Context: an optimization exercise on an open-source flow, tuned for small area, a short achievable clock period and few clock cycles. The choices shown serve that exercise and are no tape-out recipe.
Function was checked by simulation only, so behaviour that the tests miss may differ from the original.

== exp/garnet ==
## legv8Top
module legv8Top (
	input  logic                       clk,
	input  logic                       rst,
	input  logic                       pSel,
	input  logic                       pEnable,
	input  logic                       pWrite,
	input  logic [12-1:0] pAddr,
	input  logic [32-1:0]     pWdata,
	output logic [32-1:0]     pRdata,
	output logic                       pReady,
	output logic                       pSlvErr
);
	logic [31:0] imem [64];
	logic [31:0] dmem [64];
	logic [31:0] regs [31];  
	logic [30:0] zreg;       
	logic [63:0] dzero;      
	logic        running, halted, fault;
	logic [7:0]  pc;     
	logic [7:0]  pc1;    
	logic [31:0] ir;
	logic [4:0]  rb;     
	logic [31:0] prd;
	logic        errReg;
	logic        hwImem, hwDmem;
	logic [5:0]  hwAddr;
	logic        wValid, wLoad, wStore;
	logic [4:0]  wRd;
	logic [31:0] wData;  
	logic [15:0] wLo, wHiA, wHiB, wHi;
	logic        wC16;
	logic [1:0]  wHiOp;
	logic        wZero;  
	logic [63:0] wSel;   
	logic        w2Valid;
	logic [4:0]  w2Rd;
	logic [31:0] w2Data;
	logic        w2Zero;
	function automatic logic [63:0] onehot64(input logic [5:0] x);
		onehot64 = '0;
		onehot64[x] = 1'b1;
	endfunction
	function automatic logic [30:0] regSel(input logic [4:0] x);
		regSel = '0;
		if (x != 5'd31) regSel[x] = 1'b1;
	endfunction
	function automatic logic [63:0] sumSel(input logic [5:0] x, input logic [5:0] y,
			input logic cin);
		logic [5:0] h, g;
		logic [5:0] kb;
		logic m, c;
		h = x ^ y;
		g = x & y;
		for (int k = 0; k < 64; k++) begin
			kb = 6'(k);
			m = 1'b1;
			for (int i = 0; i < 6; i++) begin
				c = (i == 0) ? cin : (g[i - 1] | (h[i - 1] & !kb[i - 1]));
				m = m & ((h[i] ^ c) == kb[i]);
			end
			sumSel[k] = m;
		end
	endfunction
	logic aligned, isCtrlStatus, isMem, accessErr, hostWr, startNow, hostSetupWr;
  ...
Size: about 13,000 cells after synthesis, roughly 5,400 flip-flops, ~210,000 um2 of cells after synthesis.
clock: 12.5 ns
lec_check: 0
cap_margin: 20
cell_pad_in_sites_global_placement: 1
core_margin: 2
core_utilization: 36
place_density: 0.5
slew_margin: 20
tns_end_percent: 5
standard.sh (not shown) runs the stock make flow with config.mk's settings and CLKGATE_MAP_FILE= SYNTH_SCRIPT=/design/flow/synth_recipe.tcl, a recipe that flattens the netlist after the stock synthesis.
==> flow/flow/run.sh <==
#!/bin/bash
# Layout: the standard flow (standard.sh) with a larger setup margin for the
# timing repair steps, so that repair aims at a shorter period than the 12.5 ns
# clock. Everything else, including the SDC, is the standard flow's.
set -euo pipefail
MARGIN=$(cat flow/margin.txt)
sed -E "s/\"\\\$\\{@:-finish\\}\"/SETUP_SLACK_MARGIN=${MARGIN} \"\${@:-finish}\"/" standard.sh > std_margin.sh
grep -q "SETUP_SLACK_MARGIN=${MARGIN}" std_margin.sh
bash std_margin.sh > make_flow.log 2>&1
==> flow/flow/margin.txt <==
7
Testbench counts of exp/garnet, summed over its fixed seeds: cycles 54,794.
For exp/pepper, these inputs were changed with respect to exp/garnet:
--- a/flow/config.mk
+++ b/flow/config.mk
@@ -9,6 +9,9 @@
 export CELL_PAD_IN_SITES_GLOBAL_PLACEMENT = 1
 export CORE_MARGIN = 2
-export CORE_UTILIZATION = 36
-export PLACE_DENSITY = 0.5
+export CORE_UTILIZATION = 26
+export CTS_BUF_LIST = sky130_fd_sc_hd__clkbuf_8
+export CTS_CLUSTER_DIAMETER = 50
+export CTS_CLUSTER_SIZE = 18
+export PLACE_DENSITY = 0.4
 export SLEW_MARGIN = 20
 export TNS_END_PERCENT = 5
Findings:
- Compared with exp/garnet, exp/pepper shows a lower global-route usage.
- Signal arrival time at the worst endpoint (higher): exp/pepper
- | design area | lower: exp/pepper |
- Looking at number of tap instances, exp/pepper sits 39% above exp/garnet.
### exp/pepper -> exp/zinc
--- a/flow/config.mk
+++ b/flow/config.mk
@@ -9,9 +9,9 @@
 export CELL_PAD_IN_SITES_GLOBAL_PLACEMENT = 1
 export CORE_MARGIN = 2
-export CORE_UTILIZATION = 26
+export CORE_UTILIZATION = 30
 export CTS_BUF_LIST = sky130_fd_sc_hd__clkbuf_8
 export CTS_CLUSTER_DIAMETER = 50
 export CTS_CLUSTER_SIZE = 18
-export PLACE_DENSITY = 0.4
+export PLACE_DENSITY = 0.45
 export SLEW_MARGIN = 20
 export TNS_END_PERCENT = 5
[summary]
Of exp/zinc and exp/pepper, the higher transition at the pin with the smallest max-transition slack belongs to exp/zinc. Diff exp/zinc and exp/pepper: non-clock buffer total of the final layout higher in exp/pepper. On share of the clock period used by the worst path after layout, exp/pepper tracks exp/zinc almost exactly. Of exp/zinc and exp/pepper, exp/zinc shows the lower area of all placed cells without fillers, with exp/pepper above it.

## the reference run
Starting RTL as in the previous note.
clock: 12.5 ns
lec_check: 0
cap_margin: 20
cell_pad_in_sites_global_placement: 1
core_margin: 2
core_utilization: 30
cts_buf_list: sky130_fd_sc_hd__clkbuf_8
cts_cluster_diameter: 40
cts_cluster_size: 12
place_density: 0.45
slew_margin: 20
tns_end_percent: 5
Scripts as last shown in full above: flow/flow/run.sh, flow/flow/margin.txt
Testbench counts of the reference run, summed over its fixed seeds: cycles 54,794.
> inputs changed (the reference run -> the trial run)
-- flow/config.mk --
<<< the reference run, line 12
export CTS_BUF_LIST = sky130_fd_sc_hd__clkbuf_8
export CTS_CLUSTER_DIAMETER = 40
export CTS_CLUSTER_SIZE = 12
>>> the trial run, line 12
Notes after the runs:
The trial run finished every step from synthesis to the final layout, and the layout passed the timing, design-rule and antenna checks.
Area of all sequential standard cells: the reference run vs the trial run identical
The trial run vs the reference run — via count dropped slightly
Against the reference run, non-clock buffer count in the trial run rose by a few percent.
On tightest hold margin: the trial run sits below the reference run.
Summary — total length of routed met2 wires, the trial run relative to the reference run: lower, by about 0.9%.
Required time of the critical path down 0.34 ns in the trial run wrt the reference run

-- static timing again, ports no longer ideal --
The flow's constraints put no driver on any port. The routed layouts listed below were extracted and timed again, unchanged, in two steps. Step 1 (the two cells are an assumption about what drives the block):
set clk [get_ports {clk}]
set_driving_cell -lib_cell sky130_fd_sc_hd__clkbuf_16 $clk
set_driving_cell -lib_cell sky130_fd_sc_hd__buf_2 [delete_from_list [all_inputs] $clk]
Step 2, shift: input delay + t, output delay - t, t = (earliest + latest rising clock arrival at the registers) / 2. This alone moves slack from input paths to output paths. Three values: ideal ports, drivers, drivers and shift; two values: the first two.
run | shift t [ns] | slack for setup (ns) | hold WS [ns] | worst setup path after step 2 | pins driven straight from the clock port
exp/garnet | 1.213 | 5.761 / 5.761 / 4.682 | 0.431 / 0.431 / 0.431 | input to register | 1
exp/pepper | 1.524 | 5.829 / 5.829 / 4.346 | 0.433 / 0.433 / 0.433 | input to register | 1
exp/zinc | 1.490 | 5.820 / 5.820 / 4.574 | 0.417 / 0.417 / 0.417 | input to register | 1
the reference run | 1.561 | 5.898 / 5.898 / 4.532 | 0.433 / 0.433 / 0.433 | input to register | 1
the trial run | 1.265 | 5.922 / 5.960 / 4.738 | 0.423 / 0.423 / 0.423 | input to register | 1
After both steps every run listed still meets setup and hold. The setup slack of exp/pepper, which loses most, moves by 0.000 ns with the drivers and by -1.483 ns with both steps.
